Context: an optimization exercise on an open-source flow, tuned for small area, a short achievable clock period and few clock cycles per item. The choices shown serve that exercise and are no tape-out recipe.
Where RTL was checked, it was by simulation tests only, not by an equivalence proof against the original.

==> inputs of build 97 <==
// fifo_hexdump_top
module fifo_hexdump_top #(
    parameter int BOOT_LINES     = 30,
    parameter int USER_LINES     = 8,
    parameter int BYTES_PER_LINE = 16
) (
    input  wire                                  MCLK,
    input  wire                                  rst,
    input  wire                                  buf_wr_en_n,
    input  wire  [fifo_hexdump_pkg::BUF_BIT_AW-1:0] buf_wr_addr,
    input  wire                                  buf_wr_bit,
    input  wire                                  send_boot_n,
    input  wire                                  send_user_n,
    input  wire  [11:0]                          rel_page,
    input  wire                                  fifo_en_n,
    input  wire                                  txe_n,
    output logic [7:0]                           fifo_data,
    output logic                                 wr_n
);
clock: 25.0 ns
lec_check: 0
abc_clock_period_in_ps: 5000
cap_margin: 20
core_margin: 2
core_utilization: 60
cts_cluster_diameter: 80
cts_cluster_size: 28
place_density: 0.68
slew_margin: 20
synth_hierarchical: 1
synth_minimum_keep_size: 0
standard.sh (not shown) runs the stock make flow with config.mk's settings and CLKGATE_MAP_FILE= SYNTH_SCRIPT=/design/flow/synth_recipe.tcl, a recipe that flattens the netlist after the stock synthesis.
==> flow/flow/run.sh <==
#!/bin/bash
# The standard ORFS flow (the standard.sh, unchanged synthesis), with
# the timing repair after CTS and after global routing asked to keep a setup
# margin, so that it works on the paths that set the achieved period, and
# with plain buffers (not delay cells) on the ports.
set -euo pipefail
bash standard.sh SETUP_SLACK_MARGIN=19.0 "BUFFER_PORTS_ARGS=-buffer_cell sky130_fd_sc_hd__buf_2" finish > run_standard.log 2>&1
==> build 75: changes against build 97 <==
--- a/flow/design.v
+++ b/flow/design.v
@@ -18,119 +18,96 @@
 endpackage
 `default_nettype wire
 `timescale 1ns/1ns
 `default_nettype none
 module sipo_buffer #(
-    parameter int NBYTES = 480,
-    parameter int RB     = 2                     
+    parameter int NBYTES = 480
 ) (
     input  wire                                        MCLK,
     input  wire                                        buf_wr_en_n,
     input  wire  [fifo_hexdump_pkg::BUF_BIT_AW-1:0]    buf_wr_addr,
     input  wire                                        buf_wr_bit,
     input  wire  [fifo_hexdump_pkg::BUF_BYTE_AW-1:0]   rd_addr,
     output logic [7:0]                                 rd_data
 );
-    localparam int AW  = fifo_hexdump_pkg::BUF_BYTE_AW;
-    localparam int RBW = $clog2(RB);
-    localparam int W   = 8 * RB;                 
-    localparam int NR  = (NBYTES + RB - 1) / RB;
-    localparam int RAW = AW - RBW;               
+    localparam int AW = fifo_hexdump_pkg::BUF_BYTE_AW;
     logic [AW-1:0] na;
     assign na = !buf_wr_en_n ? buf_wr_addr[fifo_hexdump_pkg::BUF_BIT_AW-1:3] : rd_addr;
-    logic [RAW-1:0] nr;
-    assign nr = na[AW-1:RBW];
-    logic [7:0]     p0;              
-    logic [7:0]     p1_n, p2_n;      
-    logic [RB-1:0]  bsel;            
-    logic [W-1:0]   wsel;            
-    logic           w_d;
+    logic [7:0] p0_n, p1_n, p2_n;    
+    logic [7:0] wsel;                
+    logic       w_d;
     always_ff @(posedge MCLK) begin
         for (int i = 0; i < 8; i++) begin
-            p0[i]   <= (nr[2:0] == 3'(i));
-            p1_n[i] <= (nr[5:3] != 3'(i));
-            p2_n[i] <= (nr[RAW-1:6] != (RAW-6)'(i));
-        end
-        for (int k = 0; k < RB; k++) begin
-            bsel[k] <= (na[RBW-1:0] == RBW'(k));
-            for (int i = 0; i < 8; i++)
-                wsel[8*k + i] <= !buf_wr_en_n && (na[RBW-1:0] == RBW'(k)) &&
-                                 (buf_wr_addr[2:0] == 3'(7 - i));
+            p0_n[i] <= (na[2:0] != 3'(i));
+            p1_n[i] <= (na[5:3] != 3'(i));
+            p2_n[i] <= (na[9:6] != 4'(i));
+            wsel[i] <= !buf_wr_en_n && (buf_wr_addr[2:0] == 3'(7 - i));
         end
         w_d <= buf_wr_bit;
     end
-    localparam int NB = (NR + 7) / 8;
+    localparam int NB = (NBYTES + 7) / 8;
     logic [NB-1:0] blk_n;
     for (genvar j = 0; j < NB; j++) begin : g_blk
         assign blk_n[j] = p1_n[j % 8] | p2_n[j / 8];
     end
-    logic [W*NR-1:0] store;
+    logic [8*NBYTES-1:0] store;
     localparam int NG = (NB + 2) / 3;
     logic [3*NG-1:0] gblk;
     always_comb begin
         gblk = '0;
         for (int j = 0; j < NB; j++) gblk[j] = !blk_n[j];
     end
-    logic [W-1:0] lane [8];
+    logic [7:0] lane [8];
     for (genvar i = 0; i < 8; i++) begin : g_lane
-        logic [3*W*NG-1:0] gdat;
-        logic [W*NG-1:0]   gy_n;
+        logic [24*NG-1:0] gdat;
+        logic [8*NG-1:0]  gy_n;
         always_comb begin
             gdat = '0;
             for (int j = 0; j < NB; j++)
-                if (8*j + i < NR) gdat[W*j +: W] = store[W*(8*j + i) +: W];
+                if (8*j + i < NBYTES) gdat[8*j +: 8] = store[8*(8*j + i) +: 8];
         end
         for (genvar g = 0; g < NG; g++) begin : g_rd
-            rd_group #(
-                .W (W)
-            ) u_rd (
+            rd_group u_rd (
                 .sel (gblk[3*g +: 3]),
-                .d   (gdat[3*W*g +: 3*W]),
-                .y_n (gy_n[W*g +: W])
+                .d   (gdat[24*g +: 24]),
+                .y_n (gy_n[8*g +: 8])
             );
         end
         always_comb begin
             lane[i] = '0;
-            for (int g = 0; g < NG; g++) lane[i] = lane[i] | ~gy_n[W*g +: W];
+            for (int g = 0; g < NG; g++) lane[i] = lane[i] | ~gy_n[8*g +: 8];
         end
     end
-    logic [W-1:0] rrow;
-    always_comb begin
-        rrow = '0;
-        for (int i = 0; i < 8; i++) rrow = rrow | (lane[i] & {W{p0[i]}});
-    end
     always_comb begin
         rd_data = '0;
-        for (int k = 0; k < RB; k++) rd_data = rd_data | (rrow[8*k +: 8] & {8{bsel[k]}});
+        for (int i = 0; i < 8; i++) rd_data = rd_data | (lane[i] & {8{!p0_n[i]}});
     end
-    logic [W-1:0] wrow;
-    for (genvar c = 0; c < W; c++) begin : g_merge
-        assign wrow[c] = wsel[c] ? w_d : rrow[c];
+    logic [7:0] wbyte;
+    for (genvar c = 0; c < 8; c++) begin : g_merge
+        assign wbyte[c] = wsel[c] ? w_d : rd_data[c];
     end
-    logic [NR-1:0] hold;
+    logic [NBYTES-1:0] hold;
     row_hold #(
-        .NBYTES (NR)
+        .NBYTES (NBYTES)
     ) u_hold (
-        .p0   (p0),
+        .p0   (~p0_n),
         .blk  (gblk[NB-1:0]),
         .hold (hold)
     );
-    logic [W-1:0]    wrow_n;
-    logic [W*NR-1:0] store_d;
-    assign wrow_n = ~wrow;
-    for (genvar r = 0; r < NR; r++) begin : g_row
-        for (genvar k = 0; k < RB; k++) begin : g_byte
-            row_next u_next (
-                .q      (store[W*r + 8*k +: 8]),
-                .sel_n  (hold[r]),
-                .hold   (hold[r]),
-                .w_n    (wrow_n[8*k +: 8]),
-                .d      (store_d[W*r + 8*k +: 8])
-            );
-        end
+    logic [7:0]          wbyte_n;
+    logic [8*NBYTES-1:0] store_d;
+    assign wbyte_n = ~wbyte;
+    for (genvar r = 0; r < NBYTES; r++) begin : g_row
+        row_next u_next (
+            .q      (store[8*r +: 8]),
+            .sel_n  (hold[r]),
+            .hold   (hold[r]),
+            .w_n    (wbyte_n),
+            .d      (store_d[8*r +: 8])
+        );
         always_ff @(posedge MCLK) begin
-            store[W*r +: W] <= store_d[W*r +: W];
+            store[8*r +: 8] <= store_d[8*r +: 8];
         end
     end
 endmodule
 module row_hold #(
     parameter int NBYTES = 480
@@ -178,18 +155,16 @@
     input  wire  b1,
     output logic y
 );
     assign y = !((a1 || a2) && b1);
 endmodule
-module rd_group #(
-    parameter int W = 8
-) (
-    input  wire  [2:0]     sel,
-    input  wire  [3*W-1:0] d,
-    output logic [W-1:0]   y_n
+module rd_group (
+    input  wire  [2:0]  sel,
+    input  wire  [23:0] d,
+    output logic [7:0]  y_n
 );
-    assign y_n = ~((d[W-1:0] & {W{sel[0]}}) | (d[2*W-1:W] & {W{sel[1]}}) | (d[3*W-1:2*W] & {W{sel[2]}}));
+    assign y_n = ~((d[7:0] & {8{sel[0]}}) | (d[15:8] & {8{sel[1]}}) | (d[23:16] & {8{sel[2]}}));
 endmodule
 `default_nettype wire
 `timescale 1ns/1ns
 `default_nettype none
 module text_rom (
@@ -259,24 +234,22 @@
 );
     localparam int AW         = fifo_hexdump_pkg::BUF_BYTE_AW;
     localparam int BOOT_BYTES = BOOT_LINES * BYTES_PER_LINE;
     localparam int USER_BYTES = USER_LINES * BYTES_PER_LINE;
     localparam int BPL_W      = $clog2(BYTES_PER_LINE);
-    localparam int MAX_BYTES  = (BOOT_BYTES > USER_BYTES) ? BOOT_BYTES : USER_BYTES;
-    localparam int BW         = $clog2(MAX_BYTES + 1);
     logic [3:0]    pos;
     logic          boot;
     logic [4:0]    ti;
-    logic [BW-1:0] b;                
-    assign rd_addr = AW'(b);
+    logic [AW-1:0] b;
+    assign rd_addr = b;
     logic req, rel;
     assign rel = send_boot_n && send_user_n;
     assign req = !rel && !fifo_en_n;
     logic last_title, line_end, dump_end;
     assign last_title = boot ? (ti == 5'd31) : (ti == 5'd16);
     assign line_end   = (b[BPL_W-1:0] == '0);            
-    assign dump_end   = (b == (boot ? BW'(BOOT_BYTES) : BW'(USER_BYTES)));
+    assign dump_end   = (b == (boot ? AW'(BOOT_BYTES) : AW'(USER_BYTES)));
     always_ff @(posedge MCLK) begin
         if (rst || rel) begin
             pos <= fifo_hexdump_pkg::P_IDLE;
         end else if (pos == fifo_hexdump_pkg::P_IDLE) begin
             if (req) begin
@@ -291,11 +264,11 @@
                     ti <= ti + 5'd1;
                     if (last_title) pos <= fifo_hexdump_pkg::P_HI;
                 end
                 fifo_hexdump_pkg::P_HI: pos <= fifo_hexdump_pkg::P_LO;
                 fifo_hexdump_pkg::P_LO: begin
-                    b   <= b + BW'(1);                       
+                    b   <= b + AW'(1);                       
                     pos <= fifo_hexdump_pkg::P_SP;
                 end
                 fifo_hexdump_pkg::P_SP: pos <= line_end ? fifo_hexdump_pkg::P_CR : fifo_hexdump_pkg::P_HI;
                 fifo_hexdump_pkg::P_CR:  pos <= fifo_hexdump_pkg::P_LF;
                 fifo_hexdump_pkg::P_LF:  pos <= dump_end ? fifo_hexdump_pkg::P_CR2 : fifo_hexdump_pkg::P_HI;
==> flow/flow/run.sh (replaced) <==
#!/bin/bash
# The standard ORFS flow (the standard.sh, unchanged synthesis), with the
# timing repair after CTS and after global routing asked to keep a setup
# margin, so that it works on the paths that set the achieved period.
set -euo pipefail
bash standard.sh SETUP_SLACK_MARGIN=19.0 finish > run_standard.log 2>&1
==> out/results.tsv <==
metric	value	unit
gr usage total	0.360	
Routed WL	436	mm
DR pass1 iterations	13	
highest clock rate	159	MHz
clk sink count	3902	
layout cell share with drive strength beyond 1	0.0396	
status	no timing/DRC/antenna violations	
DRT iter0 DRCs	21800	
period utilization	0.252	
hold endpoint	u_sipo_buffer.store[572]	
placed cell count	17600	
-- figures above: build 75

==> out/results.tsv <==
metric	value	unit
hold endpoint	u_sipo_buffer.store[1526]	
Routed WL	472	mm
DR pass1 iterations	11	
status	no timing/DRC/antenna violations	
gr usage total	0.380	
clk sink count	3907	
-- figures above: build 97

Testbench counts of build 75, summed over its fixed seeds: cycles 57,008, chars 18,976.
Only the layout flow was run in build 97; the RTL was not checked for function there.

re-timing with driven ports:
How much do the figures lean on ideal ports? The routed layouts below were timed once more, with nothing changed but the port constraints.
Step 1: set_driving_cell puts a clkbuf_16 on MCLK and a buf_2 on each other input, an assumption about the parent block.
Step 2 also shifts input and output timing later by t, the mid clock arrival at the registers, as if the neighbouring blocks saw the same clock.
Three values: no drivers, after step 1, after step 2; two values: the first two.
run | t, ns | setup slack, ns | hold slack, ns | worst setup path at the end
build 97 | 0.950 | 18.664 / 18.567 / 18.474 | 0.463 / 0.463 / 0.463 | input to register
build 75 | 0.946 | 18.695 / 18.601 / 18.195 | 0.463 / 0.463 / 0.463 | input to register
After both steps setup and hold are still met in every run listed. For build 75, which loses most, drivers alone change the setup slack by -0.094 ns; drivers and shift together by -0.500 ns.
